From an optimization exercise on the open Yosys and OpenROAD flow, aimed at small area; shortcuts taken in it are not production practice. The RTL was checked by simulation tests, not by an equivalence proof against the original design. Power figures rest on the tool's default switching activity, not on a simulated workload.

==> flow/design.v <==
module fast_ring_thresholder #(
  parameter int PIXEL_WIDTH = 8,
  parameter int RING_SIZE   = 16,
  parameter int ARC_LEN     = 9,
  parameter int DIFF_WIDTH  = PIXEL_WIDTH + 2
) (
  input  logic                              clk,
  input  logic                              rst,
  input  logic                              ce,
  input  logic                              in_valid,
  input  logic [RING_SIZE*PIXEL_WIDTH-1:0]  ring,
  input  logic [PIXEL_WIDTH-1:0]            center,
  input  logic [PIXEL_WIDTH-1:0]            thresh,
  output logic                              out_valid,
  output logic [RING_SIZE*DIFF_WIDTH-1:0]   bright_score,
  output logic [RING_SIZE*DIFF_WIDTH-1:0]   dark_score,
  output logic [RING_SIZE-1:0]              bright_mask,
  output logic [RING_SIZE-1:0]              dark_mask,
  output logic                              bright_corner,
  output logic                              dark_corner,
  output logic                              is_corner
);
  localparam int PW = PIXEL_WIDTH;
  localparam int RW = RING_SIZE * PIXEL_WIDTH;
  logic [RW-1:0] ring_s1, ring_s2, ring_s3, ring_s4;
  logic [PW-1:0] center_s1, center_s2, center_s3, center_s4;
  logic [PW-1:0] thresh_s1, thresh_s2, thresh_s3, thresh_s4;
  logic          valid_s1, valid_s2, valid_s3, valid_s4;
  always_ff @(posedge clk) begin
    if (ce) begin
      ring_s1   <= ring;
      ring_s2   <= ring_s1;
      ring_s3   <= ring_s2;
      ring_s4   <= ring_s3;
      center_s1 <= center;
      center_s2 <= center_s1;
      center_s3 <= center_s2;
      center_s4 <= center_s3;
    end
  end
  always_ff @(posedge clk or posedge rst) begin
    if (rst) begin
      thresh_s1 <= '1;
      thresh_s2 <= '1;
      thresh_s3 <= '1;
      thresh_s4 <= '1;
      valid_s1  <= 1'b0;
      valid_s2  <= 1'b0;
      valid_s3  <= 1'b0;
      valid_s4  <= 1'b0;
    end else if (ce) begin
      thresh_s1 <= thresh;
      thresh_s2 <= thresh_s1;
      thresh_s3 <= thresh_s2;
      thresh_s4 <= thresh_s3;
      valid_s1  <= in_valid;
      valid_s2  <= valid_s1;
      valid_s3  <= valid_s2;
      valid_s4  <= valid_s3;
    end
  end
  function automatic logic arc_hit(input logic [RING_SIZE-1:0] m);
    logic [2*RING_SIZE-1:0] dbl;
    logic                   hit;
    dbl = {m, m};
    hit = 1'b0;
    for (int s = 0; s < RING_SIZE; s++) begin
      if (&dbl[s +: ARC_LEN]) hit = 1'b1;
    end
    arc_hit = hit;
  endfunction
  logic [PW:0]   hi_bound;    
  logic [PW+1:0] lo_bound;    
  always_comb begin
    hi_bound = {1'b0, center_s4} + {1'b0, thresh_s4};
    lo_bound = {2'b00, center_s4} - {2'b00, thresh_s4};
  end
  always_comb begin
    for (int i = 0; i < RING_SIZE; i++) begin
      logic [PW+1:0] b, k;
      logic [PW-1:0] p;
      p = ring_s4[i*PW +: PW];
      b = {2'b00, p} - {1'b0, hi_bound};
      k = lo_bound - {2'b00, p};
      bright_mask[i] = !b[PW+1] && (b[PW-1:0] != '0);
      dark_mask[i]   = !k[PW+1] && (k[PW-1:0] != '0);
      bright_score[i*DIFF_WIDTH +: DIFF_WIDTH] = {2'b00, bright_mask[i] ? b[PW-1:0] : {PW{1'b0}}};
      dark_score[i*DIFF_WIDTH +: DIFF_WIDTH]   = {2'b00, dark_mask[i]   ? k[PW-1:0] : {PW{1'b0}}};
    end
    out_valid     = valid_s4;
    bright_corner = arc_hit(bright_mask);
    dark_corner   = arc_hit(dark_mask);
    is_corner     = bright_corner | dark_corner;
  end
endmodule
==> flow/run.sh <==
#!/bin/bash
# synth_recipe.tcl (not shown) runs the flow's synth.tcl, then flattens the netlist and writes it again
# the make line also repeats each setting of config.mk as NAME=value (left out here)
make -C /OpenROAD-flow-scripts/flow DESIGN_CONFIG=/design/flow/config.mk WORK_HOME=/design/flow/orfs CLKGATE_MAP_FILE= SYNTH_SCRIPT=/design/flow/synth_recipe.tcl finish
==> flow/config.mk <==
export PLATFORM = sky130hd
export DESIGN_NAME = fast_ring_thresholder
export DESIGN_NICKNAME = fast_ring_thresholder
export VERILOG_FILES = /design/flow/design.v
export SDC_FILE = /design/flow/constraint.sdc
export NUM_CORES = 4
export LEC_CHECK = 0
export CAP_MARGIN = 20
export CORE_MARGIN = 2
export CORE_UTILIZATION = 40
export SLEW_MARGIN = 20
==> flow/constraint.sdc <==
create_clock -name core_clock -period 4.0 [get_ports {clk}]
set_input_delay 0.8000 -clock core_clock [delete_from_list [all_inputs] [get_ports {clk}]]
set_output_delay 0.8000 -clock core_clock [all_outputs]
set_load 0.01 [all_outputs]
==> run_results.csv <==
group,metric,value,unit
status,status,"complete, but fails checks",
status,so_faults,"negative setup slack",
detailed_routing,drt-initial-drc-count,1898,
synthesis,synth-edff-count,544,
final_layout,final.fill_count,5787,
setup_path,end_kind,"output pin",
detailed_routing,postRouteAntennaNets,0,
floorplanning,start_util,40.48,%
floorplanning,die_y,287.0,um
min_path,hold_path.class,"register to register",
clocking,insertion_delay,640,ps
setup_path,required,3200,ps
final_layout,final_cells,5418,
timing,finalMaxSlewViolations,0,
synthesis,async_flop_share,6.207,%
detailed_routing,vias_per_cell,5.119,
synthesis,netlist_area,32030,sq um
final_layout,final_core_util,68.79,%
global_routing,gr-usage-all-layers,27.42,%
power_and_ir_drop,power.density,818.1,nW/um^2
placed_design,gp_congestion,0.9453,
detailed_routing,wl_per_cell,22.53,um
timing,post-route-min-period,6539,ps
global_routing,grt_use_met1,35.28,%
power_and_ir_drop,max-vdd-ir-drop,0.6162,mV
synthesis,yosysWarningCount,1,
final_layout,syn2layout_area_growth,69.95,%
setup_path,worstPathArrival,5740,ps
synthesis,synth_seq_cells,580,
placed_design,placed_cell_area,45390,sq um
timing,setup_viol,291,
detailed_routing,vias,27730,
floorplanning,die_w,287.0,um
run,max_cap_viol_count,0,
floorplanning,pin_count,504,
global_routing,grt_max_degree,93,
clocking,htree_num_levels,2,
final_layout,drive_above_1_share,55.74,%
timing,timing.final.crit_share,163.5,%
timing,final-hold-violation-count,0,
power_and_ir_drop,cellLeakagePower,23.06,nW
detailed_routing,drtPass1Iterations,5,
detailed_routing,routed_wl,122100,um
synthesis,synth_cell_types,98,
timing,rsz0062_at_grt,"true",
clocking,cts.sinks,580,
global_routing,met2_usage,46.87,%
timing,relSlewSlack,47.08,%
global_routing,grt_pass1_vias,27940,
floorplanning,rows,103,
setup_path,crit_fanout,7,
timing,fmax,152.9,MHz
global_routing,grt_use_met3,3.690,%
clocking,clkTransAtPathRegs,70,ps
setup_path,worstSetupPathType,"register to output pin",
timing,tightest_slew,773.8,ps
floorplanning,core,79130,sq um
placed_design,portBuffers,439,
final_layout,stdcell_area,54440,sq um
clocking,numCtsBuffers,61,
global_routing,grt_overflow,0,
synthesis,syn_area_per_cell,11.95,sq um
clocking,cts-root-buf,"clkbuf_16",
placed_design,dpl.cell_count,5066,
timing,fin_hold_ws,407.4,ps
global_routing,grt_pass1_wl,168400,um
setup_path,start_kind,"register",
synthesis,ys_seq_area_share,53.94,%
placed_design,dp_hpwl,90390,um
floorplanning,die-area,82360,sq um
global_routing,top_usage_layer,"met2",
final_layout,mostFrequentLayoutCells,"buf_4 (908), edfxtp_1 (544), buf_6 (370)",
synthesis,synthCells,2681,
global_routing,antenna_found_initial,10,
synthesis,synth_ff_type,"edfxtp_1",
clocking,cts_tree,"done",
timing,fin_worst_skew,18.67,ps
final_layout,layout_commonest_cell,"buf_4",
timing,setup_slack,-2539,ps
final_layout,finalNetCount,4705,
clocking,clock_path_buffers,3,
detailed_routing,drc_errors,0,
-- synthesized netlist by cell type (all sizes together), types with 23 or more instances --
master	number	area share, %
edfxtp	544	51
inv	270	3.2
nor2	239	2.8
ha	210	8.2
xnor2	208	5.8
nand2	111	1.3
o21ai	95	1.5
a21oi	92	1.4
buf	89	1.9
and2	68	1.3
nor2b	57	1.1
maj3	46	1.5
a21o	40	0.94
nor3	37	0.58
fa	34	2.1
mux2	34	1.2
nand3	33	0.52
dfstp	32	2.6
o21a	25	0.59
clkbuf	23	0.27
o211ai	23	0.55
xor2	23	0.63
-- through the flow --
step / TNS [ps] / power, mW / worst slack [ps]
3_5_place_dp: -336930 / 30.67 / -2455
2_1_floorplan: -150750 / 17.27 / -1792
4_1_cts: -492890 / 38.46 / -2393
5_1_grt: -451910 / 46.57 / -2702
6_report: -409650 / 44.54 / -2539
3_3_place_gp: -325770 / 30.27 / -2454
-- flip-flops by register name, indices dropped and copies added, names as in the netlist, 128 cells and up --
name     count
ring_s3    128
ring_s2    128
ring_s1    128
ring_s4    128
-- worst paths after layout --
check                      depth (start not counted)                  endpoint                startpoint  slack (ps)
min in group asynchronous                          3      valid_s1$_DFFE_PP0P_                       rst         560
hold / removal                                     0     ring_s3[28]$_DFFE_PP_     ring_s2[28]$_DFFE_PP_         410
max in group asynchronous                          3  thresh_s4[5]$_DFFE_PP1P_                       rst        3080
setup / recovery                                  24                 is_corner    center_s4[0]$_DFFE_PP_       -2540
setup reg to reg                                   3  thresh_s4[7]$_DFFE_PP1P_  thresh_s4[7]$_DFFE_PP1P_        3050
hold reg to reg                                    0     ring_s3[28]$_DFFE_PP_     ring_s2[28]$_DFFE_PP_         410
-- cells by family after synthesis --
logic type,Yosys count,share of synthesized area (%)
muxes,41,1.414
xor gates and xnor gates,232,6.469
adders and majority gates,290,11.78
AOI/OAI and AO/OA,470,10.28
DFF,580,53.94
and+or+nand+nor,684,10.73
buffers and inverters,383,5.379
other,1,0.01171
-- cell type report --
cell class / instances / area, sq um / share of cell area (%)
inverters: 271 / 1104 / 2.027
multi-input cells: 1781 / 18060 / 33.19
repair buffers: 1618 / 14660 / 26.93
well taps: 1050 / 1314 / 2.413
clock buffers: 68 / 1574 / 2.891
clock inverters: 45 / 432.9 / 0.7953
flip-flops and latches: 580 / 17280 / 31.74
diodes: 5 / 12.51 / 0.02298
-- where the power goes --
group	internal [mW]	switching [mW]	leakage [nW]	total (mW)
clock network	3.24	2.46	0.967	5.70
logic	16.6	14.9	16.4	31.5
registers	7.19	0.199	5.71	7.39
total	27.0	17.5	23.1	44.5
-- timing repair --
item	4_1_cts	5_1_grt
resized for setup	625	1676
endpoints found under the setup margin	291	291
buffers inserted	95	209
hold buffers	0	0
pin swaps	170	415
cloned	1	2
-- per-layer routing --
metal / routed length [um] / vias up
li1: - / 12830
met1: 49540 / 13690
met2: 59890 / 947
met3: 6731 / 261
met4: 5894 / 2
met5: 8 / -
-- worst max-delay path, cell delays in order (launching register included) --
cell and delay, ps:
edfxtp_1 380, inv_2 60, ha_4 160, fa_2 550
clkinvlp_4 160, buf_6 160, buf_12 150, buf_6 120
ha_4 210, nor2b_4 120, o21a_1 190, o21a_1 210
o31a_1 300, o21ai_2 260, nor3b_4 310, a21oi_2 120
o2111ai_4 210, buf_4 180, o21ai_1 100, o2111ai_4 110
a2111oi_2 90, or3_4 440, buf_6 140, or2_1 220
buf_2 140

[re-timing with driven ports]
The flow's constraints put no driver on any port. The routed layout listed below was extracted and timed again, unchanged, in two steps. Step 1 sets driving cells, clkbuf_16 on the clock port and buf_2 on the other inputs (assumed; they add their load-dependent delay and slew). Step 2 adds t to the input delays and takes it off the output delays; t is the mean of the earliest and latest rising clock arrival at the registers after step 1. Input paths then give back, and output paths get back, about the clock's delay inside the block. Three values: no drivers, after step 1, after step 2; two values: the first two.
t (ns): 0.704
slack for setup (ns): -2.539 / -2.605 / -1.901
worst setup path at the end: register to output
latest minus earliest clock arrival (ns): 0.026 / 0.026
cell pins on the clock port's net: 1
The setup slack of this run moves by -0.066 ns with the drivers and by +0.638 ns with both steps.
